This design comes from an exercise in tuning for small area and few clock cycles per item on the open sky130 flow, not from production work.
Where RTL was checked, it was by simulation tests only, not by an equivalence proof against the original.
The RTL of runs 3 and 4 was laid out without a check of its function.
No activity file was given, so power comes from the tool's default toggle rates.

--- flow/constraint.sdc ---
create_clock -name core_clock -period 10.0 [get_ports {i_clk}]
set_input_delay 2.0000 -clock core_clock [delete_from_list [all_inputs] [get_ports {i_clk}]]
set_output_delay 2.0000 -clock core_clock [all_outputs]
set_load 0.01 [all_outputs]
--- flow/design.v ---
`timescale 1ns / 1ps
package bhs_pkg;
    localparam int DEF_BUCKET_COUNT     = 10;
    localparam int DEF_SLOTS_PER_BUCKET = 8;
    localparam int KEY_W = 31;
    localparam int CMD_W = 2;
    localparam int STS_W = 2;
    localparam logic [CMD_W-1:0] CMD_FIND   = 2'd0;
    localparam logic [CMD_W-1:0] CMD_INSERT = 2'd1;
    localparam logic [CMD_W-1:0] CMD_DELETE = 2'd2;
    localparam logic [STS_W-1:0] ST_OK   = 2'd0;
    localparam logic [STS_W-1:0] ST_MISS = 2'd1;
    localparam logic [STS_W-1:0] ST_FULL = 2'd2;
    typedef struct packed {
        logic [STS_W-1:0] status;
        logic             row_we;
    } t_upd_ctl;
    typedef enum logic {
        CLR_SWEEP,
        CLR_DONE
    } t_clr_state;
endpackage
`timescale 1ns / 1ps
import bhs_pkg::*;
module bhs_bucket_calc #(
    parameter int BUCKET_COUNT = DEF_BUCKET_COUNT
) (
    input  logic [KEY_W-1:0]        i_key,
    output logic [BUCKET_COUNT-1:0] o_bucket_sel,
    output logic [KEY_W-4:0]        o_code
);
    logic [29:0] w_x;
    logic [6:0]  w_sum;
    logic [4:0]  w_fold;
    logic [2:0]  w_c;
    assign w_x = i_key[30:1];
    assign w_sum = 7'(w_x[3:0])   + 7'(w_x[7:4])   + 7'(w_x[11:8])  + 7'(w_x[15:12]) +
                   7'(w_x[19:16]) + 7'(w_x[23:20]) + 7'(w_x[27:24]) + 7'(w_x[29:28]);
    assign w_fold = 5'(w_sum[6:4]) + 5'(w_sum[3:0]);
    always_comb begin
        case (w_fold)
            5'd0, 5'd5, 5'd10, 5'd15, 5'd20: w_c = 3'd0;
            5'd1, 5'd6, 5'd11, 5'd16, 5'd21: w_c = 3'd1;
            5'd2, 5'd7, 5'd12, 5'd17:        w_c = 3'd2;
            5'd3, 5'd8, 5'd13, 5'd18:        w_c = 3'd3;
            default:                         w_c = 3'd4;
        endcase
    end
    assign o_code = i_key[30:3];
    always_comb begin
        logic [BUCKET_COUNT-1:0] v_sel;
        v_sel = '0;
        for (int b = 0; b < BUCKET_COUNT; b++) begin
            v_sel[b] = (b == 2 * int'(w_c) + int'(i_key[0]));
        end
        o_bucket_sel = v_sel;
    end
endmodule
`timescale 1ns / 1ps
import bhs_pkg::*;
module bhs_row_store #(
    parameter int BUCKET_COUNT     = DEF_BUCKET_COUNT,
    parameter int SLOTS_PER_BUCKET = DEF_SLOTS_PER_BUCKET
) (
    input  logic                                  i_clk,
    input  logic                                  i_rst_n,
    input  logic [BUCKET_COUNT-1:0]               i_bucket_sel,
    input  logic                                  i_clr_en,
    input  logic [SLOTS_PER_BUCKET-1:0]           i_clr,
    input  logic [BUCKET_COUNT-1:0]               i_fill,
    input  logic [KEY_W-4:0]                      i_fill_code,
    output logic [SLOTS_PER_BUCKET*(KEY_W-3)-1:0] o_rd_codes,
    output logic [SLOTS_PER_BUCKET-1:0]           o_rd_valid,
    output logic [BUCKET_COUNT-1:0]               o_port_free
);
    localparam int CODE_W = KEY_W - 3;
    localparam int LAST   = SLOTS_PER_BUCKET - 1;
    logic [CODE_W-1:0]           r_code  [BUCKET_COUNT][SLOTS_PER_BUCKET];
    logic [SLOTS_PER_BUCKET-1:0] r_valid [BUCKET_COUNT];
    always_ff @(posedge i_clk) begin
        for (int b = 0; b < BUCKET_COUNT; b++) begin
            r_code[b][0] <= i_fill[b] ? i_fill_code : r_code[b][LAST];
            for (int s = 1; s < SLOTS_PER_BUCKET; s++) begin
                r_code[b][s] <= r_code[b][s-1];
            end
        end
    end
    always_ff @(posedge i_clk) begin
        for (int b = 0; b < BUCKET_COUNT; b++) begin
            r_valid[b][0] <= i_rst_n && (i_fill[b] ||
                             (r_valid[b][LAST] && !(i_clr_en && i_bucket_sel[b] && i_clr[LAST])));
            for (int s = 1; s < SLOTS_PER_BUCKET; s++) begin
                r_valid[b][s] <= i_rst_n && r_valid[b][s-1] &&
                                 !(i_clr_en && i_bucket_sel[b] && i_clr[s-1]);
            end
        end
    end
    always_comb begin
        logic [BUCKET_COUNT-1:0] v_free;
        for (int b = 0; b < BUCKET_COUNT; b++) begin
            v_free[b] = !r_valid[b][LAST];
        end
        o_port_free = v_free;
    end
    always_comb begin
        logic [SLOTS_PER_BUCKET*CODE_W-1:0] v_rd;
        logic [SLOTS_PER_BUCKET-1:0]        v_vd;
        v_rd = '0;
        v_vd = '0;
        for (int b = 0; b < BUCKET_COUNT; b++) begin
            for (int s = 0; s < SLOTS_PER_BUCKET; s++) begin
                v_rd[s*CODE_W +: CODE_W] = v_rd[s*CODE_W +: CODE_W] |
                    (r_code[b][s] & {CODE_W{i_bucket_sel[b]}});
            end
            v_vd = v_vd | (r_valid[b] & {SLOTS_PER_BUCKET{i_bucket_sel[b]}});
        end
        o_rd_codes = v_rd;
        o_rd_valid = v_vd;
    end
endmodule
`timescale 1ns / 1ps
import bhs_pkg::*;
module bhs_update #(
    parameter int SLOTS_PER_BUCKET = DEF_SLOTS_PER_BUCKET
) (
    input  logic [CMD_W-1:0]                      i_cmd,
    input  logic [KEY_W-4:0]                      i_code,
    input  logic [SLOTS_PER_BUCKET*(KEY_W-3)-1:0] i_row_codes,
    input  logic [SLOTS_PER_BUCKET-1:0]           i_row_valid,
    input  logic                                  i_pend_row,
    input  logic                                  i_pend_hit,
    output logic [STS_W-1:0]                      o_status,
    output logic                                  o_add,
    output logic                                  o_del_pend,
    output logic [SLOTS_PER_BUCKET-1:0]           o_clr
);
    localparam int CODE_W = KEY_W - 3;
    logic [SLOTS_PER_BUCKET-1:0] w_hit;
    logic                        w_hit_row;
    logic                        w_hit_any;
    logic [SLOTS_PER_BUCKET-1:0] w_free;
    logic                        w_one_free;
    logic                        w_full;
    always_comb begin
        for (int s = 0; s < SLOTS_PER_BUCKET; s++) begin
            w_hit[s] = i_row_valid[s] && (i_row_codes[s*CODE_W +: CODE_W] == i_code);
        end
    end
    assign w_hit_row = |w_hit;
    assign w_hit_any = w_hit_row || i_pend_hit;
    assign w_free     = ~i_row_valid;
    assign w_one_free = (|w_free) && ((w_free & (w_free - SLOTS_PER_BUCKET'(1))) == '0);
    assign w_full = (&i_row_valid) || (i_pend_row && w_one_free);
    always_comb begin
        o_status   = ST_MISS;
        o_add      = 1'b0;
        o_del_pend = 1'b0;
        o_clr      = '0;
        case (i_cmd)
            CMD_FIND: begin
                o_status = w_hit_any ? ST_OK : ST_MISS;
            end
            CMD_INSERT: begin
                if (w_hit_any) begin
                    o_status = ST_MISS;
                end else if (w_full) begin
                    o_status = ST_FULL;
                end else begin
                    o_status = ST_OK;
                    o_add    = 1'b1;
                end
            end
            CMD_DELETE: begin
                if (w_hit_any) begin
                    o_status   = ST_OK;
                    o_clr      = w_hit;
                    o_del_pend = i_pend_hit;
                end
            end
            default: begin
                o_status = ST_MISS;
            end
        endcase
    end
endmodule
`timescale 1ns / 1ps
import bhs_pkg::*;
module bucketed_hash_set #(
    parameter int BUCKET_COUNT     = DEF_BUCKET_COUNT,
    parameter int SLOTS_PER_BUCKET = DEF_SLOTS_PER_BUCKET
) (
    input  logic      i_clk,
    input  logic      i_rst_n,
    input  logic             i_req_valid,
    output logic             o_req_ready,
    input  logic [CMD_W-1:0] i_req_command,
    input  logic [KEY_W-1:0] i_req_key,
    output logic             o_rsp_valid,
    input  logic             i_rsp_ready,
    output logic [STS_W-1:0] o_rsp_status
);
    localparam int CODE_W = KEY_W - 3;
    logic                                  r_v;
    logic [CMD_W-1:0]                      r_cmd;
    logic [BUCKET_COUNT-1:0]               r_sel;
    logic [CODE_W-1:0]                     r_code;
    logic                                  r_pend_v;
    logic [BUCKET_COUNT-1:0]               r_pend_sel;
    logic [CODE_W-1:0]                     r_pend_code;
    logic                                  r_out_v;
    logic [STS_W-1:0]                      r_out_status;
    logic [BUCKET_COUNT-1:0]               w_sel;
    logic [CODE_W-1:0]                     w_code;
    logic [SLOTS_PER_BUCKET*CODE_W-1:0]    w_row;
    logic [SLOTS_PER_BUCKET-1:0]           w_row_valid;
    logic [BUCKET_COUNT-1:0]               w_port_free;
    logic                                  w_pend_row;
    logic                                  w_pend_hit;
    logic [STS_W-1:0]                      w_status;
    logic                                  w_add;
    logic                                  w_del_pend;
    logic [SLOTS_PER_BUCKET-1:0]           w_clr;
    logic                                  w_drain;
    logic                                  w_direct;
    logic                                  w_stall;
    logic                                  w_go;
    logic                                  w_done;
    logic                                  w_load_pend;
    logic [BUCKET_COUNT-1:0]               w_fill;
    logic [CODE_W-1:0]                     w_fill_code;
    assign o_req_ready = !r_v || w_done;
    bhs_bucket_calc #(
        .BUCKET_COUNT (BUCKET_COUNT)
    ) u_calc (
        .i_key        (i_req_key),
        .o_bucket_sel (w_sel),
        .o_code       (w_code)
    );
    always_ff @(posedge i_clk) begin
        if (!i_rst_n) begin
            r_v <= 1'b0;
        end else if (o_req_ready) begin
            r_v <= i_req_valid;
        end
    end
    always_ff @(posedge i_clk) begin
        if (i_req_valid && o_req_ready) begin
            r_cmd  <= i_req_command;
            r_sel  <= w_sel;
            r_code <= w_code;
        end
    end
    bhs_row_store #(
        .BUCKET_COUNT     (BUCKET_COUNT),
        .SLOTS_PER_BUCKET (SLOTS_PER_BUCKET)
    ) u_store (
        .i_clk        (i_clk),
        .i_rst_n      (i_rst_n),
        .i_bucket_sel (r_sel),
        .i_clr_en     (w_done),
        .i_clr        (w_clr),
        .i_fill       (w_fill),
        .i_fill_code  (w_fill_code),
        .o_rd_codes   (w_row),
        .o_rd_valid   (w_row_valid),
        .o_port_free  (w_port_free)
    );
    assign w_pend_row = r_pend_v && |(r_pend_sel & r_sel);
    assign w_pend_hit = w_pend_row && (r_pend_code == r_code);
    bhs_update #(
        .SLOTS_PER_BUCKET (SLOTS_PER_BUCKET)
    ) u_update (
        .i_cmd       (r_cmd),
        .i_code      (r_code),
        .i_row_codes (w_row),
        .i_row_valid (w_row_valid),
        .i_pend_row  (w_pend_row),
        .i_pend_hit  (w_pend_hit),
        .o_status    (w_status),
        .o_add       (w_add),
        .o_del_pend  (w_del_pend),
        .o_clr       (w_clr)
    );
    assign w_go = r_v && (!r_out_v || i_rsp_ready);
    assign w_drain = r_pend_v && |(r_pend_sel & w_port_free) && !(w_go && w_del_pend);
    assign w_direct    = !w_drain && !w_pend_row && !w_row_valid[SLOTS_PER_BUCKET-1];
    assign w_stall     = w_add && !w_direct && r_pend_v && !w_drain;
    assign w_done      = w_go && !w_stall;
    assign w_load_pend = w_done && w_add && !w_direct;
    assign w_fill      = w_drain ? r_pend_sel : ((w_done && w_add && w_direct) ? r_sel : '0);
    assign w_fill_code = w_drain ? r_pend_code : r_code;
    always_ff @(posedge i_clk) begin
        if (!i_rst_n) begin
            r_pend_v <= 1'b0;
        end else if (w_load_pend) begin
            r_pend_v <= 1'b1;
        end else if (w_drain || (w_done && w_del_pend)) begin
            r_pend_v <= 1'b0;
        end
    end
    always_ff @(posedge i_clk) begin
        if (w_load_pend) begin
            r_pend_sel  <= r_sel;
            r_pend_code <= r_code;
        end
    end
    always_ff @(posedge i_clk) begin
        if (!i_rst_n) begin
            r_out_v <= 1'b0;
        end else begin
            r_out_v <= w_done || (r_out_v && !i_rsp_ready);
        end
    end
    always_ff @(posedge i_clk) begin
        if (w_done) begin
            r_out_status <= w_status;
        end
    end
    assign o_rsp_valid  = r_out_v;
    assign o_rsp_status = r_out_status;
endmodule
--- flow/config.mk ---
export PLATFORM = sky130hd
export DESIGN_NAME = bucketed_hash_set
export DESIGN_NICKNAME = bucketed_hash_set
export VERILOG_FILES = /design/flow/design.v
export SDC_FILE = /design/flow/constraint.sdc
export NUM_CORES = 4
export LEC_CHECK = 0
export CAP_MARGIN = 20
export CORE_MARGIN = 2
export CORE_UTILIZATION = 40
export CTS_CLUSTER_DIAMETER = 70
export CTS_CLUSTER_SIZE = 32
export PLACE_DENSITY = 0.75
export SLEW_MARGIN = 20
export SYNTH_HIERARCHICAL = 1
--- flow/run.sh ---
#!/bin/bash
# synth_recipe.tcl (not shown) runs the flow's synth.tcl, then flattens the netlist and writes it again
# the make line also repeats each setting of config.mk as NAME=value (left out here)
make -C /OpenROAD-flow-scripts/flow DESIGN_CONFIG=/design/flow/config.mk WORK_HOME=/design/flow/orfs CLKGATE_MAP_FILE= SYNTH_SCRIPT=/design/flow/synth_recipe.tcl finish
==> results of run 1 <==
==> worst max-delay path by stage <==
| stage | to | startpoint | depth (start not counted) |
|---|---|---|---|
| after detailed placement | r_sel[2]$_DFFE_PP_ | i_req_key[2] | 21 |
| after global placement | r_sel[7]$_DFFE_PP_ | i_req_key[2] | 21 |
| after global routing | o_req_ready | r_sel[8]$_DFFE_PP_ | 14 |
| after floorplan | r_sel[0]$_DFFE_PP_ | i_req_key[2] | 20 |
| after CTS | o_req_ready | r_sel[8]$_DFFE_PP_ | 13 |
| final | o_req_ready | r_sel[8]$_DFFE_PP_ | 13 |
==> layout make-up <==
class / instances / area, µm²
antenna: 3 / 7.51
clock buffer: 112 / 2620
clock inverter: 52 / 682
fill: 15900 / 101000
inverter: 67 / 251
multi-input combinational: 2406 / 20800
sequential: 2403 / 48900
tap: 2355 / 2950
timing repair buffer: 108 / 1130
==> flip-flops by register name, summed over array words and instances, names as in the netlist <==
register,flops
r_out_status,2
r_code,28
r_cmd,2
r_sel,10
r_pend_code,28
r_v,1
u_store.r_valid,80
r_pend_sel,10
u_store.r_code,2240
r_pend_v,1
r_out_v,1
==> per-layer routing <==
| layer | track usage, % | up-vias | routed length (µm) | share of wire, % |
|---|---|---|---|---|
| li1 | - | 19100 | - | - |
| met1 | 26.8 | 21800 | 80100 | 42 |
| met2 | 31.9 | 1912 | 87500 | 45 |
| met3 | 4.20 | 435 | 16000 | 8.3 |
| met4 | 8.09 | 4 | 8960 | 4.7 |
| met5 | 0 | - | 31 | 0.016 |
==> kinds of logic after synthesis <==
family,count (synthesis),share of synthesized area [%]
adders and majority gates,40,0.923
muxes,317,4.95
xor gates and xnor gates,258,3.16
buffers and inverters,452,3.36
AOI/OAI and AO/OA,1325,15.9
DFF,2403,68.0
and+or+nand+nor,466,3.72
==> per-stage QoR <==
| stage | instances | power (W) | util [%] |
|---|---|---|---|
| finish | 7506 | 0.0253 | 43.3 |
| global route | 7503 | 0.0261 | 43.3 |
| CTS | 7503 | 0.0250 | 43.3 |
| detailed placement | 7339 | 0.0200 | 41.4 |
| global placement | 7339 | 0.0198 | 41.4 |
| floorplan | 5261 | 0.0172 | - |
==> cell usage after synthesis, types with 2 or more instances <==
cell type / count / area [µm²]
a32oi_1: 2 / 17.5
xor2_1: 89 / 780
o31ai_1: 11 / 82.6
a221oi_1: 52 / 455
xnor2_1: 167 / 1460
nor4_2: 2 / 25.0
nand4_2: 2 / 25.0
nand2_1: 89 / 334
inv_1: 67 / 251
nand2b_1: 6 / 37.5
o21a_1: 12 / 90.1
and3_1: 3 / 18.8
o21ai_0: 5 / 25.0
clkbuf_1: 163 / 612
and2_1: 12 / 75.1
a21oi_1: 87 / 435
ha_1: 17 / 213
dfxtp_1: 2323 / 46500
a31oi_1: 2 / 12.5
a22oi_1: 704 / 5290
buf_6: 64 / 721
fa_1: 22 / 440
o211ai_1: 12 / 90.1
a211oi_1: 6 / 45.0
mux2_2: 308 / 3470
buf_2: 96 / 480
nand3_1: 4 / 20.0
a21o_1: 2 / 15.0
buf_4: 32 / 240
a22o_1: 235 / 2060
mux2_1: 2 / 22.5
nor2b_1: 2 / 12.5
mux2i_1: 7 / 70.1
nor4_1: 35 / 219
or3_1: 2 / 12.5
o2bb2ai_1: 2 / 17.5
edfxtp_1: 80 / 2400
nand4_1: 279 / 1750
nor3_1: 12 / 60.1
nor2_1: 14 / 52.6
buf_1: 30 / 113
a211o_1: 2 / 17.5
a221oi_2: 180 / 2700
==> critical path: cells and delay by family, from the launching register on <==
kind                   cells  cell delay, ns
AND/OR/NAND/NOR            7            2.62
buffers and inverters      2            0.91
flip-flops                 1            0.74
AO/OA/AOI/OAI              3            0.68
XOR/XNOR                   1            0.35
==> where the power goes <==
part           switching (W)  internal [W]  total [W]
registers            0.00110        0.0114     0.0125
clock network        0.00308       0.00208    0.00516
logic                0.00521       0.00240    0.00760
==> impl_metrics.csv, run 1 <==
group,metric,value,unit
status,status,"finished clean",
timing,final_max_slew_viol_count,0,
layout,final_area,77400,µm²
synth,ys_warn_count,12,
critical_path,cp.required,8.00,ns
detailed_routing,wl_per_cell,25.7,µm
floorplan,die_x,428,µm
synth,yosys.cell_types.count,61,
min_path,hold_class,"register to register",
timing,period_needed,8.15,ns
synth,netlist_area,72000,µm²
clocking,clock-sinks,2403,
floorplan,std_cell_rows,155,
critical_path,r2r_end,"u_store.r_code[48][20]$_DFF_P_",
critical_path,crit_chain,"buf_12 -> a22o_1 -> a221oi_2 -> nand4_1 -> xor2_1 -> nor4_1 -> nand4_1 -> nand4_1 -> nor4_2 -> and2_1 -> and3_1 -> a32oi_1 -> clkdlybuf4s50_1",
critical_path,r2r_start,"r_sel[8]$_DFFE_PP_",
critical_path,crit_fanout,67,
min_path,hold_start,"u_store.r_code[56][12]$_DFF_P_",
global_routing,grt_pass1_vias,42700,
clocking,clk_latency,0.78,ns
clocking,clk_pin_slew,0.11,ns
place,post-dp-hpwl,128,mm
layout,drive_above_1_share,14.4,%
detailed_routing,via_per_inst,5.76,
clocking,post-cts-setup-buffer-count,0,
min_path,hold_path_end,"u_store.r_code[57][12]$_DFF_P_",
place,io_buffers,40,
layout,mostFrequentLayoutCells,"dfxtp_1 (2323), a22oi_1 (704), mux2_2 (308), nand4_1 (279), a22o_1 (235)",
timing,max_freq,123,MHz
critical_path,critPathMaxStageDelay,1.14,ns
detailed_routing,drt_iter0_drc,4708,
place,place_congestion,0.967,
timing,clock_skew,0.0574,ns
critical_path,cp-end-kind,"output port",
power_and_ir_drop,p_per_area,327,nW/µm²
power_and_ir_drop,ir_worst_vdd,0.424,mV
clocking,tritoncts,"yes",
floorplan,start_util,40.3,%
floorplan,dieArea,183000,µm²
synth,seq_area_frac_synth,68.0,%
synth,synth_edf_count,80,
critical_path,reg2reg_depth,16,
timing,period_share,81.5,%
job,cap_violations,0,
synth,synth-seq-cells,2403,
min_path,holdPathStages,0,
detailed_routing,num_vias,43300,
synth,synth_flop_cell,"dfxtp_1",
place,dp_worst_setup_slack,2.00,ns
layout,area_growth,7.49,%
floorplan,ioPinCount,41,
timing,setup_viol,0,
timing,grt_setup_unrepaired,"no",
clocking,cts-resized-gates,0,
critical_path,ff2ff_setup_slack,2.80,ns
timing,worstMarginPinSlew,1.28,ns
clocking,cts_buffer_depth,3,
timing,hold_viol,0,
critical_path,crit_top_cell,"nand4_1",
global_routing,grt_max_degree,117,
critical_path,cp_data_arrival_time,6.15,ns
floorplan,fp.dieH,428,µm
clocking,cts_root_buf,"clkbuf_16",
critical_path,start_kind,"register",
timing,setup_slack,1.85,ns
critical_path,critPathKind,"register to output port",
timing,hold_ws,0.320,ns
synth,synth_area_per_cell,13.7,µm²
power_and_ir_drop,p_leak,28.4,nW
clocking,cts.htree.levels,3,
synth,synthArstFlopShare,0,%
critical_path,cpMaxStageDelayCell,"nor4_1",
clocking,cts_made_buffers,98,
detailed_routing,drc,0,
detailed_routing,drtPass1Iterations,6,
layout,fin_nets,5160,
place,placed_cell_area,74000,µm²
synth,syn_nets,5337,
timing,relSlewSlack,14.1,%
layout,final_common_cell,"dfxtp_1",
global_routing,overflow,0,
global_routing,grt_use_total,20.1,%
floorplan,core,179000,µm²
global_routing,grt_pass1_wl,280,mm
global_routing,antenna_found_initial,3,
timing,finalSetupTns,0,ns
synth,synthCells,5261,
detailed_routing,antenna_left,0,
detailed_routing,drt-total-wl,193,mm
clocking,hold_buffers,0,
Testbench counts, summed over its fixed seeds: cycles 24,552, items 24,000.
==> run 2, diff against run 1 <==
--- a/flow/config.mk
+++ b/flow/config.mk
@@ -12,3 +12,3 @@
 export CTS_CLUSTER_SIZE = 32
-export PLACE_DENSITY = 0.75
+export PLACE_DENSITY = 0.88
 export SLEW_MARGIN = 20
==> run 2 against run 1 <==
  * First-iteration DRC count grew 21%
  * Synthesized area unchanged
  * Maximum frequency increased by 0.11%
  * Utilization shrank 0.28 points
  * Die area unchanged
  * Total power shrank 1.3%
  * Sequential power barely moved
  * Synthesized cell count did not move
  * Largest power group unchanged
  * Highest routed layer unchanged
==> impl_metrics.csv, run 2 <==
group,metric,value,unit
layout,final_util,43.0,%
layout,regArea,48900,µm²
timing,grt_setup_unrepaired,"no",
power_and_ir_drop,ir_worst_vdd,0.351,mV
layout,mostFrequentLayoutCells,"dfxtp_1 (2323), a22oi_1 (704), mux2_2 (308), nand4_1 (279), a22o_1 (235)",
synth,synth_edf_count,80,
job,cap_violations,0,
timing,hold_ws,0.333,ns
layout,largest_reg_flops,2240,
global_routing,overflow,0,
global_routing,grt_pass1_vias,44100,
layout,area_growth,6.80,%
critical_path,r2r_end,"u_store.r_code[56][6]$_DFF_P_",
min_path,hold_start,"u_store.r_code[34][16]$_DFF_P_",
layout,final_common_cell,"dfxtp_1",
critical_path,reg2reg_depth,16,
clocking,clk_latency,0.74,ns
floorplan,die_x,428,µm
global_routing,antenna_found_initial,7,
detailed_routing,drt_iter0_drc,5711,
timing,finalSetupTns,0,ns
synth,synth_top_area_share,64.6,%
synth,synth_area_leader_cell,"dfxtp_1",
clocking,cts-resized-gates,0,
global_routing,grt_max_degree,124,
synth,yosys-top-cells-area,"dfxtp_1 (65%), a22oi_1 (7.3%), mux2_2 (4.8%), a221oi_2 (3.8%), edfxtp_1 (3.3%)",
critical_path,cpMaxStageDelayCell,"nor4_1",
clocking,clk_pin_slew,0.12,ns
global_routing,globalRouteMet3Util,4.72,%
critical_path,crit_buf_inv,2,
place,post-dp-hpwl,128,mm
timing,period_needed,8.15,ns
min_path,hold_path_end,"u_store.r_code[35][16]$_DFF_P_",
detailed_routing,drtPass1Iterations,14,
global_routing,grt_use_met1,25.6,%
synth,synth_commonest_cells,"dfxtp_1 (2323), a22oi_1 (704), mux2_2 (308)",
critical_path,r2r_start,"r_sel[5]$_DFFE_PP_",
clocking,clock-sinks,2403,
floorplan,fp.dieH,428,µm
timing,period_share,81.5,%
critical_path,ff2ff_setup_slack,2.79,ns
timing,worstMarginPinSlew,1.21,ns
floorplan,dieArea,183000,µm²
power_and_ir_drop,p_per_area,325,nW/µm²
synth,yosys.cell_types.count,61,
clocking,cts_buffer_depth,3,
detailed_routing,drc,0,
floorplan,ioPinCount,41,
global_routing,grt_pass1_wl,283,mm
critical_path,cp.required,8.00,ns
clocking,cts_root_buf,"clkbuf_16",
critical_path,cp_data_arrival_time,6.15,ns
critical_path,crit_top_cell,"nand4_1",
clocking,hold_buffers,0,
critical_path,crit_fanout,107,
timing,relSlewSlack,18.5,%
floorplan,core,179000,µm²
min_path,holdPathStages,0,
min_path,hold_class,"register to register",
synth,synth.most_common_cell,"dfxtp_1",
power_and_ir_drop,p_leak,28.2,nW
synth,ys_warn_count,12,
synth,synthArstFlopShare,0,%
critical_path,crit_family,"simple AND/OR/NAND/NOR gates",
status,status,"finished clean",
synth,synth-seq-cells,2403,
layout,drive_above_1_share,13.9,%
critical_path,cp-end-kind,"output port",
timing,clock_skew,0.0484,ns
clocking,cts.htree.levels,3,
synth,netlist_area,72000,µm²
layout,final_area,76900,µm²
clocking,tritoncts,"yes",
clocking,post-cts-setup-buffer-count,0,
critical_path,critPathMaxStageDelay,1.04,ns
synth,seq_area_frac_synth,68.0,%
layout,top_regs,"u_store.r_code (2240), u_store.r_valid (80)",
timing,hold_viol,0,
layout,fin_nets,5159,
clocking,cts_made_buffers,92,
place,io_buffers,40,
timing,final_max_slew_viol_count,0,
floorplan,start_util,40.3,%
place,placed_cell_area,74100,µm²
critical_path,crit_chain,"buf_12 -> a22o_1 -> a221oi_1 -> nand4_1 -> xor2_1 -> nor4_1 -> nand4_1 -> nand3_1 -> nor4_2 -> and2_1 -> and3_1 -> a32oi_1 -> clkdlybuf4s50_1",
global_routing,grt_use_total,20.1,%
synth,synth_flop_cell,"dfxtp_1",
layout,n_fill_cell,15300,
timing,max_freq,123,MHz
detailed_routing,wl_per_cell,25.8,µm
synth,synth_area_per_cell,13.7,µm²
synth,synthCells,5261,
timing,setup_viol,0,
synth,syn_nets,5337,
layout,antenna_cells,0,
global_routing,busiest_layer,"met2",
floorplan,std_cell_rows,155,
place,place_congestion,0.950,
detailed_routing,num_vias,44300,
detailed_routing,via_per_inst,5.92,
layout,multi_input_area,20800,µm²
critical_path,critPathKind,"register to output port",
detailed_routing,antenna_left,0,
critical_path,start_kind,"register",
layout,regMostFlops,"u_store.r_code",
global_routing,gr-usage-met2,31.7,%
detailed_routing,drt-total-wl,193,mm
[run 2: cell types whose count changed in the layout (fill, tap and decap cells not counted), moves of 2 or more]
cell,previous run,this run
inv_8,7,5
buf_4,50,55
clkinv_16,4,0
diode_2,3,0
clkinv_8,8,1
clkbuf_1,7,13
inv_6,14,12
clkbuf_16,102,94
inv_4,3,1
[run 2: logic make-up after synthesis]
logic type	count (synthesis)	share of synthesized area (%)
XOR/XNOR	258	3.16
AO/OA/AOI/OAI	1325	15.9
multiplexers	317	4.95
AND/OR/NAND/NOR	466	3.72
adder cells (fa/ha/maj)	40	0.923
buffers and inverters	452	3.36
flip-flops	2403	68.0
[run 2: cell type report]
class	count	share of cell area [%]
flip-flops and latches	2403	63.6
clock inverters	33	0.471
repair buffers	113	1.51
multi-input cells	2406	27.1
well taps	2355	3.83
inverters	67	0.327
clock buffers	109	3.16
[run 2: how the worst max path moves through the flow]
stage,from,to,slack [ns],cells after the start
6_report,r_sel[5]$_DFFE_PP_,o_req_ready,1.85,13
5_1_grt,r_sel[5]$_DFFE_PP_,o_req_ready,1.82,13
4_1_cts,r_sel[5]$_DFFE_PP_,o_req_ready,2.10,13
3_5_place_dp,i_req_key[15],r_sel[8]$_DFFE_PP_,1.95,21
3_3_place_gp,i_req_key[2],r_sel[4]$_DFFE_PP_,2.16,21
2_1_floorplan,i_req_key[2],r_sel[0]$_DFFE_PP_,2.90,20
[run 2: routing by layer]
metal | vias to the layer above | part of all wire [%]
met5 | - | 0.036
met4 | 12 | 5.7
met1 | 22100 | 39
li1 | 19100 | -
met3 | 550 | 10
met2 | 2573 | 45
[run 2: power by group]
group | internal (W) | switching, W
combinational | 0.00240 | 0.00519
sequential | 0.0114 | 0.00117
clock | 0.00186 | 0.00291
total | 0.0157 | 0.00926
[run 2: through the flow]
step,total power (W),worst slack [ns],cells
final,0.0249,1.85,7486
after global routing,0.0256,1.82,7486
after CTS,0.0246,2.10,7486
after detailed placement,0.0200,1.95,7344
after global placement,0.0195,2.16,7343
after floorplan,0.0172,2.90,5261
==> run 3, diff against run 2 <==
--- a/flow/design.v
+++ b/flow/design.v
@@ -129,3 +129,3 @@
     input  logic [SLOTS_PER_BUCKET-1:0]           i_row_valid,
-    input  logic                                  i_pend_row,
+    input  logic [1:0]                            i_pend_n,
     input  logic                                  i_pend_hit,
@@ -140,4 +140,3 @@
     logic                        w_hit_any;
-    logic [SLOTS_PER_BUCKET-1:0] w_free;
-    logic                        w_one_free;
+    logic [3:0]                  w_nfree;
     logic                        w_full;
@@ -150,5 +149,11 @@
     assign w_hit_any = w_hit_row || i_pend_hit;
-    assign w_free     = ~i_row_valid;
-    assign w_one_free = (|w_free) && ((w_free & (w_free - SLOTS_PER_BUCKET'(1))) == '0);
-    assign w_full = (&i_row_valid) || (i_pend_row && w_one_free);
+    always_comb begin
+        logic [3:0] v_n;
+        v_n = '0;
+        for (int s = 0; s < SLOTS_PER_BUCKET; s++) begin
+            v_n = v_n + 4'(!i_row_valid[s]);
+        end
+        w_nfree = v_n;
+    end
+    assign w_full = (w_nfree <= 4'(i_pend_n));
     always_comb begin
@@ -206,5 +211,5 @@
     logic [CODE_W-1:0]                     r_code;
-    logic                                  r_pend_v;
-    logic [BUCKET_COUNT-1:0]               r_pend_sel;
-    logic [CODE_W-1:0]                     r_pend_code;
+    logic [1:0]                            r_pend_v;
+    logic [BUCKET_COUNT-1:0]               r_pend_sel  [2];
+    logic [CODE_W-1:0]                     r_pend_code [2];
     logic                                  r_out_v;
@@ -216,4 +221,11 @@
     logic [BUCKET_COUNT-1:0]               w_port_free;
-    logic                                  w_pend_row;
+    logic [1:0]                            w_pend_row;
+    logic [1:0]                            w_pend_hit_e;
+    logic [1:0]                            w_pend_n;
     logic                                  w_pend_hit;
+    logic [1:0]                            w_del_e;
+    logic [1:0]                            w_can_drain;
+    logic [1:0]                            w_drain_e;
+    logic [1:0]                            w_free_e;
+    logic [1:0]                            w_load_e;
     logic [STS_W-1:0]                      w_status;
@@ -267,4 +279,10 @@
     );
-    assign w_pend_row = r_pend_v && |(r_pend_sel & r_sel);
-    assign w_pend_hit = w_pend_row && (r_pend_code == r_code);
+    always_comb begin
+        for (int e = 0; e < 2; e++) begin
+            w_pend_row[e]   = r_pend_v[e] && |(r_pend_sel[e] & r_sel);
+            w_pend_hit_e[e] = w_pend_row[e] && (r_pend_code[e] == r_code);
+        end
+    end
+    assign w_pend_n   = 2'(w_pend_row[0]) + 2'(w_pend_row[1]);
+    assign w_pend_hit = |w_pend_hit_e;
     bhs_update #(
@@ -276,3 +294,3 @@
         .i_row_valid (w_row_valid),
-        .i_pend_row  (w_pend_row),
+        .i_pend_n    (w_pend_n),
         .i_pend_hit  (w_pend_hit),
@@ -284,16 +302,30 @@
     assign w_go = r_v && (!r_out_v || i_rsp_ready);
-    assign w_drain = r_pend_v && |(r_pend_sel & w_port_free) && !(w_go && w_del_pend);
-    assign w_direct    = !w_drain && !w_pend_row && !w_row_valid[SLOTS_PER_BUCKET-1];
-    assign w_stall     = w_add && !w_direct && r_pend_v && !w_drain;
+    always_comb begin
+        for (int e = 0; e < 2; e++) begin
+            w_del_e[e]     = w_go && w_del_pend && w_pend_hit_e[e];
+            w_can_drain[e] = r_pend_v[e] && |(r_pend_sel[e] & w_port_free) && !w_del_e[e];
+        end
+    end
+    assign w_drain_e = {w_can_drain[1] && !w_can_drain[0], w_can_drain[0]};
+    assign w_drain   = |w_drain_e;
+    assign w_free_e  = ~r_pend_v | w_drain_e;
+    assign w_direct    = !w_drain && (w_pend_n == 2'd0) && !w_row_valid[SLOTS_PER_BUCKET-1];
+    assign w_stall     = w_add && !w_direct && !(|w_free_e);
     assign w_done      = w_go && !w_stall;
     assign w_load_pend = w_done && w_add && !w_direct;
-    assign w_fill      = w_drain ? r_pend_sel : ((w_done && w_add && w_direct) ? r_sel : '0);
-    assign w_fill_code = w_drain ? r_pend_code : r_code;
+    assign w_load_e    = {w_load_pend && !w_free_e[0], w_load_pend && w_free_e[0]};
+    assign w_fill      = w_drain_e[0] ? r_pend_sel[0] :
+                         w_drain_e[1] ? r_pend_sel[1] :
+                         ((w_done && w_add && w_direct) ? r_sel : '0);
+    assign w_fill_code = w_drain_e[0] ? r_pend_code[0] :
+                         w_drain_e[1] ? r_pend_code[1] : r_code;
     always_ff @(posedge i_clk) begin
-        if (!i_rst_n) begin
-            r_pend_v <= 1'b0;
-        end else if (w_load_pend) begin
-            r_pend_v <= 1'b1;
-        end else if (w_drain || (w_done && w_del_pend)) begin
-            r_pend_v <= 1'b0;
+        for (int e = 0; e < 2; e++) begin
+            if (!i_rst_n) begin
+                r_pend_v[e] <= 1'b0;
+            end else if (w_load_e[e]) begin
+                r_pend_v[e] <= 1'b1;
+            end else if (w_drain_e[e] || (w_done && w_del_e[e])) begin
+                r_pend_v[e] <= 1'b0;
+            end
         end
@@ -301,5 +333,7 @@
     always_ff @(posedge i_clk) begin
-        if (w_load_pend) begin
-            r_pend_sel  <= r_sel;
-            r_pend_code <= r_code;
+        for (int e = 0; e < 2; e++) begin
+            if (w_load_e[e]) begin
+                r_pend_sel[e]  <= r_sel;
+                r_pend_code[e] <= r_code;
+            end
         end
--- a/flow/config.mk
+++ b/flow/config.mk
@@ -10,5 +10,4 @@
 export CORE_UTILIZATION = 40
-export CTS_CLUSTER_DIAMETER = 70
-export CTS_CLUSTER_SIZE = 32
-export PLACE_DENSITY = 0.88
+export CTS_CLUSTER_DIAMETER = 60
+export CTS_CLUSTER_SIZE = 26
 export SLEW_MARGIN = 20
==> run 3 against run 2 <==
  * Maximum frequency shrank 7.0%
  * Non-clock buffer count grew 1
  * Hold slack lost 0.012 ns
  * Utilization grew 1.1 points
  * Design area grew 5.3%
  * Sequential share of layout area shrank 1.8 points
  * Register-to-register slack lost 0.19 ns
  * Synthesized area grew 2.6%
  * Largest power group unchanged
==> impl_metrics.csv, run 3 <==
group,metric,value,unit
clocking,cts_buffer_depth,3,
synth,synth_area_per_cell,13.6,µm²
global_routing,grt_max_degree,122,
layout,n_fill_cell,16400,
detailed_routing,num_vias,43700,
floorplan,start_util,40.3,%
global_routing,antenna_found_initial,5,
timing,max_freq,114,MHz
floorplan,dieArea,188000,µm²
layout,final_cells,7863,
power_and_ir_drop,ir_worst_vdd,0.422,mV
critical_path,crit_chain,"buf_4 -> a22o_1 -> a221oi_1 -> nand4_1 -> fa_1 -> inv_1 -> fa_1 -> inv_1 -> fa_1 -> inv_1 -> ha_1 -> fa_1 -> ha_1 -> and2b_2 -> o21ai_0 -> a21boi_1 -> nand3_1 -> a21oi_1 -> a21o_1 -> nand2_1 -> clkdlybuf4s50_1",
layout,fin_nets,5380,
synth,synth_fa_ha_area_share,1.11,%
synth,yosys.cell_types.count,58,
floorplan,std_cell_rows,157,
synth,synth_xor_area_share,3.38,%
layout,regMostFlops,"u_store.r_code",
timing,hold_ws,0.320,ns
job,cap_violations,0,
power_and_ir_drop,power.total,0.0279,W
synth,seq_area_frac_synth,67.8,%
clocking,hold_buffers,0,
layout,drive_above_1_share,14.7,%
place,post-dp-hpwl,139,mm
clocking,tritoncts,"yes",
critical_path,ff2ff_setup_slack,2.60,ns
layout,final_common_cell,"dfxtp_1",
synth,synth-seq-cells,2442,
layout,area_growth,9.56,%
power_and_ir_drop,p_leak,30.2,nW
critical_path,start_kind,"register",
detailed_routing,antenna_left,0,
timing,period_needed,8.76,ns
timing,worstMarginPinSlew,1.18,ns
clocking,cts_made_buffers,137,
clocking,post-cts-setup-buffer-count,0,
layout,final_area,80900,µm²
place,placed_cell_area,76100,µm²
critical_path,critPathMaxStageDelay,0.55,ns
synth,synthMuxAreaShare,4.79,%
place,dpl.cell_count,7618,
floorplan,die_x,434,µm
synth,netlist_area,73900,µm²
detailed_routing,wl_per_cell,26.4,µm
synth,synth_commonest_cells,"dfxtp_1 (2324), a22oi_1 (710), mux2_2 (282)",
clocking,clk_latency,0.82,ns
power_and_ir_drop,p_per_area,345,nW/µm²
place,place_congestion,0.952,
synth,synth.most_common_cell,"dfxtp_1",
layout,mostFrequentLayoutCells,"dfxtp_1 (2324), a22oi_1 (710), mux2_2 (282), nand4_1 (275), a22o_1 (236)",
clocking,cts_root_buf,"clkbuf_16",
synth,yosys-top-cells-area,"dfxtp_1 (63%), a22oi_1 (7.2%), edfxtp_1 (4.8%), mux2_2 (4.3%), a221oi_2 (3.7%)",
timing,final_max_slew_viol_count,0,
synth,yosys.area_share.simple,3.96,%
global_routing,grt_pass1_wl,298,mm
global_routing,grt_pass1_vias,43400,
critical_path,cpMaxStageDelayCell,"fa_1",
layout,largest_reg_flops,2240,
global_routing,grt_use_total,21.6,%
critical_path,critPathKind,"register to output port",
timing,setup_viol,0,
clocking,clk_pin_slew,0.09,ns
global_routing,overflow,0,
critical_path,cp_data_arrival_time,6.76,ns
place,io_buffers,40,
detailed_routing,drt_iter0_drc,4164,
timing,hold_viol,0,
detailed_routing,drc,0,
timing,clock_skew,0.0422,ns
timing,period_share,87.6,%
critical_path,cp-end-kind,"output port",
synth,synthArstFlopShare,0,%
layout,top_regs,"u_store.r_code (2240), u_store.r_valid (80), r_pend_code (56)",
critical_path,cp.required,8.00,ns
synth,synth_area_leader_cell,"dfxtp_1",
floorplan,fp.dieH,434,µm
synth,synth_flop_cell,"dfxtp_1",
clocking,clock-sinks,2442,
clocking,cts-resized-gates,0,
floorplan,core,183000,µm²
synth,synth_top_family_by_area,"compound AO/OA/AOI/OAI gates",
clocking,cts.htree.levels,4,
synth,synth_compound_area_share,15.7,%
timing,finalSetupTns,0,ns
timing,grt_setup_unrepaired,"no",
critical_path,crit_fanout,48,
synth,synth_top_area_share,63.0,%
synth,syn_nets,5511,
synth,synthCells,5424,
synth,ys_warn_count,14,
status,status,"finished clean",
timing,relSlewSlack,20.9,%
min_path,hold_class,"register to register",
detailed_routing,drt-total-wl,207,mm
detailed_routing,drtPass1Iterations,6,
detailed_routing,via_per_inst,5.56,
critical_path,crit_top_cell,"fa_1",
floorplan,ioPinCount,41,
synth,synth_edf_count,118,
-- run 3: stage by stage --
stage	setup WS (ns)	utilization, %
2_1_floorplan	2.76	-
3_3_place_gp	1.97	41.5
3_5_place_dp	1.93	41.5
4_1_cts	1.19	44.1
5_1_grt	0.812	44.1
6_report	1.24	44.1
-- run 3: final cells by class --
| class | count | area, µm² | area share [%] |
|---|---|---|---|
| Antenna cell | 5 | 12.5 | 0.0155 |
| Clock buffer | 165 | 3760 | 4.65 |
| Clock inverter | 75 | 1070 | 1.32 |
| Inverter | 73 | 274 | 0.339 |
| Multi-Input combinational cell | 2525 | 21600 | 26.6 |
| Sequential cell | 2442 | 50100 | 61.9 |
| Tap cell | 2464 | 3080 | 3.81 |
| Timing Repair Buffer | 114 | 1090 | 1.35 |
-- run 3: per-layer routing --
| metal | global-route usage [%] | up-vias | routed length [µm] | share of wire (%) |
|---|---|---|---|---|
| met2 | 33.9 | 1334 | 93800 | 45 |
| met3 | 3.20 | 327 | 11200 | 5.4 |
| met5 | 0 | - | 27 | 0.013 |
| li1 | - | 19900 | - | - |
| met4 | 7.76 | 4 | 7490 | 3.6 |
| met1 | 30.2 | 22200 | 94600 | 46 |
-- run 3: logic make-up after synthesis --
group | after synthesis
mux | 318
flops | 2442
buf+inv | 457
fa+ha+maj | 50
xor+xnor | 283
simple gates | 522
compound gates | 1352
-- run 3: path summary, 6_finish.rpt --
kind / startpoint / end / cells after the start
setup reg to reg: r_sel[8]$_DFFE_PP_ / u_store.r_code[24][9]$_DFF_P_ / 18
hold / removal: u_store.r_code[56][11]$_DFF_P_ / u_store.r_code[57][11]$_DFF_P_ / 0
hold reg to reg: u_store.r_code[56][11]$_DFF_P_ / u_store.r_code[57][11]$_DFF_P_ / 0
setup / recovery: r_sel[8]$_DFFE_PP_ / o_req_ready / 21
-- run 3: power breakdown --
group          internal [W]  switching [W]
logic               0.00269        0.00571
registers            0.0119        0.00118
clock network       0.00301        0.00346
-- run 3: worst max-delay path: cells and delay by family (launching register included) --
kind,cells,cell delay [ns]
AO/OA/AOI/OAI,6,1.46
adder cells (fa/ha/maj),6,2.52
flip-flops,1,0.39
buffers and inverters,5,0.97
AND/OR/NAND/NOR,4,0.59
==> run 4, diff against run 3 <==
--- a/flow/config.mk
+++ b/flow/config.mk
@@ -10,4 +10,4 @@
 export CORE_UTILIZATION = 40
-export CTS_CLUSTER_DIAMETER = 60
-export CTS_CLUSTER_SIZE = 26
+export CTS_CLUSTER_DIAMETER = 70
+export CTS_CLUSTER_SIZE = 32
 export SLEW_MARGIN = 20
==> run 4 against run 3 <==
  * Non-clock buffer count unchanged
  * Design area is 0.85% lower
  * Register-to-register slack improved by 0.08 ns
  * Total power fell by 2.0%
  * Via count down 1.2%
  * Count of clock-buffer cells in the layout decreased by 42
  * Sequential share of layout area rose by 0.53 points
  * Synthesized cell count did not move
  * Clock power shrank 8.5%
  * Maximum frequency up 0.36%
  * Sequential cell count unchanged
  * Utilization shrank 0.38 points
  * Largest cell class unchanged
==> impl_metrics.csv, run 4 <==
group,metric,value,unit
status,status,"finished clean",
power_and_ir_drop,p_comb_share,30.7,%
global_routing,grt_use_met1,29.8,%
power_and_ir_drop,switching_share,37.8,%
timing,final_max_slew_viol_count,0,
synth,synth_top_area_share,63.0,%
floorplan,core,183000,µm²
place,place_congestion,0.952,
synth,seq_area_frac_synth,67.8,%
timing,hold_ws,0.314,ns
clocking,cts_made_buffers,114,
synth,synthArstFlopShare,0,%
floorplan,die_x,434,µm
clocking,clock-sinks,2442,
min_path,hold_class,"register to register",
critical_path,crit_chain,"buf_4 -> a22o_1 -> a221oi_1 -> nand4_1 -> fa_1 -> inv_1 -> fa_1 -> inv_1 -> fa_1 -> inv_1 -> ha_1 -> fa_1 -> ha_1 -> and2b_2 -> o21ai_0 -> a21boi_1 -> nand3_1 -> a21oi_1 -> a21o_1 -> nand2_1 -> clkdlybuf4s50_1",
detailed_routing,wl_per_cell,26.4,µm
job,cap_violations,0,
critical_path,start_kind,"register",
clocking,post-cts-setup-buffer-count,0,
power_and_ir_drop,p_per_area,341,nW/µm²
power_and_ir_drop,ir_worst_vdd,0.425,mV
layout,final_common_cell,"dfxtp_1",
critical_path,critPathMaxStageDelay,0.55,ns
detailed_routing,num_vias,43200,
global_routing,grt_pass1_wl,297,mm
layout,regMostFlops,"u_store.r_code",
timing,finalSetupTns,0,ns
global_routing,overflow,0,
timing,relSlewSlack,15.5,%
global_routing,globalRouteMet3Util,3.53,%
floorplan,dieArea,188000,µm²
floorplan,ioPinCount,41,
floorplan,std_cell_rows,157,
clocking,tritoncts,"yes",
clocking,cts_root_buf,"clkbuf_16",
timing,clock_skew,0.0503,ns
critical_path,cp_data_arrival_time,6.73,ns
clocking,cts_buffer_depth,3,
layout,n_fill_cell,16500,
synth,synthCells,5424,
synth,synth_area_leader_cell,"dfxtp_1",
detailed_routing,drc,0,
detailed_routing,drt-total-wl,207,mm
timing,hold_viol,0,
floorplan,start_util,40.3,%
critical_path,cpMaxStageDelayCell,"fa_1",
synth,yosys-top-cells-area,"dfxtp_1 (63%), a22oi_1 (7.2%), edfxtp_1 (4.8%), mux2_2 (4.3%), a221oi_2 (3.7%)",
timing,max_freq,115,MHz
synth,ys_warn_count,14,
critical_path,critPathKind,"register to output port",
layout,mostFrequentLayoutCells,"dfxtp_1 (2324), a22oi_1 (710), mux2_2 (282), nand4_1 (275), a22o_1 (236)",
global_routing,grt_pass1_vias,43100,
layout,top_regs,"u_store.r_code (2240), u_store.r_valid (80), r_pend_code (56)",
critical_path,cp-end-kind,"output port",
global_routing,gr-usage-met2,34.0,%
global_routing,grt_use_total,21.5,%
synth,synth.most_common_cell,"dfxtp_1",
clocking,hold_buffers,0,
detailed_routing,drtPass1Iterations,5,
timing,worstMarginPinSlew,1.26,ns
global_routing,busiest_layer,"met2",
synth,synth-seq-cells,2442,
synth,synth_flop_cell,"dfxtp_1",
synth,synth_edf_count,118,
detailed_routing,via_per_inst,5.52,
synth,yosys.cell_types.count,58,
place,io_buffers,40,
global_routing,grt_max_degree,122,
global_routing,antenna_found_initial,6,
timing,setup_viol,0,
power_and_ir_drop,power_frac_clock,21.6,%
layout,largest_reg_flops,2240,
timing,period_share,87.3,%
power_and_ir_drop,p_leak,29.9,nW
synth,syn_nets,5511,
layout,drive_above_1_share,14.4,%
synth,synth_area_per_cell,13.6,µm²
critical_path,crit_top_cell,"fa_1",
timing,grt_setup_unrepaired,"no",
layout,area_growth,8.62,%
power_and_ir_drop,intPower,0.0170,W
critical_path,cp.required,8.00,ns
critical_path,crit_fanout,48,
clocking,clk_pin_slew,0.12,ns
place,post-dp-hpwl,139,mm
clocking,cts-resized-gates,0,
floorplan,fp.dieH,434,µm
clocking,clk_latency,0.80,ns
synth,netlist_area,73900,µm²
detailed_routing,antenna_left,0,
clocking,cts.htree.levels,3,
layout,fin_nets,5357,
synth,synth_commonest_cells,"dfxtp_1 (2324), a22oi_1 (710), mux2_2 (282)",
power_and_ir_drop,switchingPower,0.0104,W
detailed_routing,drt_iter0_drc,4079,
timing,period_needed,8.73,ns
power_and_ir_drop,power_frac_seq,47.7,%
## run 4: worst max-delay path, delay by kind of cell, from the launching register on
kind            cells  cell delay (ns)
fa+ha+maj           6             2.53
compound gates      6             1.44
buf+inv             5             0.97
simple gates        4             0.60
flops               1             0.39
## run 4: final cells by class
class                      count  area (µm²)  area share, %
tap                         2464        3080           3.84
multi-input combinational   2525       21600           26.9
timing repair buffer         114        1090           1.36
clock inverter                89        1180           1.47
sequential                  2442       50100           62.4
antenna                        3        7.51        0.00936
inverter                      73         274          0.342
clock buffer                 123        2960           3.69
## run 4: worst paths after layout
kind,cells past startpoint,end,slack [ns],startpoint
min,0,u_store.r_code[77][2]$_DFF_P_,0.31,u_store.r_code[76][2]$_DFF_P_
max reg2reg,21,u_store.r_code[64][9]$_DFF_P_,2.68,r_sel[8]$_DFFE_PP_
max,21,o_req_ready,1.27,r_sel[8]$_DFFE_PP_
min reg2reg,0,u_store.r_code[77][2]$_DFF_P_,0.31,u_store.r_code[76][2]$_DFF_P_
## run 4: cells by family (layout without fill, tap and decap cells)
logic type / after synthesis / count (layout) / share of synthesized area, %
simple gates: 522 / 522 / 3.96
buf+inv: 457 / 399 / 3.23
xor+xnor: 283 / 283 / 3.38
compound gates: 1352 / 1352 / 15.7
mux: 318 / 318 / 4.79
other cells: 0 / 3 / 0
fa+ha+maj: 50 / 50 / 1.11
flops: 2442 / 2442 / 67.8
## run 4: power groups by stage
stage | logic (W) | registers (W) | clock network, W
finish | 0.00840 | 0.0131 | 0.00592
floorplan | 0.00550 | 0.0128 | 0
CTS | 0.00836 | 0.0130 | 0.00599
global placement | 0.00830 | 0.0132 | 0
global route | 0.00888 | 0.0133 | 0.00633
detailed placement | 0.00832 | 0.0132 | 0
## run 4: per-stage QoR
step	cell area [µm²]	utilization (%)	total power (W)	instances	setup slack, ns
floorplan	73900	-	0.0183	5424	2.76
global placement	76000	41.5	0.0215	7617	1.97
detailed placement	76100	41.5	0.0216	7618	1.93
CTS	80200	43.8	0.0274	7830	1.22
global route	80200	43.8	0.0285	7831	0.862
finish	80200	43.8	0.0274	7833	1.27
## run 4: per-layer routing
metal  vias to the layer above  routed length (µm)
li1                      19800                   -
met1                     21900               94100
met2                      1175               93700
met3                       307               11800
met4                         2                7270
met5                         -                  13

[port drivers added, routing unchanged]
Ports are ideal in the flow. The routed layouts listed here were re-timed in OpenROAD. Step 1: set_driving_cell puts a clkbuf_16 on i_clk and a buf_2 on each other input, an assumption about the parent block. Step 2 moves the port delays by t, midway between the first and last clock arrival at a register: inputs arrive t later, outputs are due t later. That takes back most of the time a late clock gives input paths. a / b / c = no drivers / after step 1 / after step 2; a / b = the first two.
| run | t (ns) | setup slack, ns | hold slack, ns | clock arrival spread, ns | worst slew at a driven data input, ns |
|---|---|---|---|---|---|
| run 1 | 0.815 | 1.846 / 1.778 / 1.906 | 0.320 / 0.320 / 0.320 | 0.057 / 0.058 | 0.08 |
| run 2 | 0.802 | 1.855 / 1.773 / 1.774 | 0.333 / 0.333 / 0.333 | 0.048 / 0.049 | 0.05 |
| run 3 | 0.878 | 1.237 / 1.157 / 1.932 | 0.320 / 0.320 / 0.320 | 0.042 / 0.042 | 0.05 |
| run 4 | 0.861 | 1.269 / 1.187 / 1.922 | 0.314 / 0.314 / 0.314 | 0.051 / 0.051 | 0.05 |
After both steps every run listed still meets setup and hold. The setup slack of run 2, which loses most, moves by -0.082 ns with the drivers and by -0.081 ns with both steps.
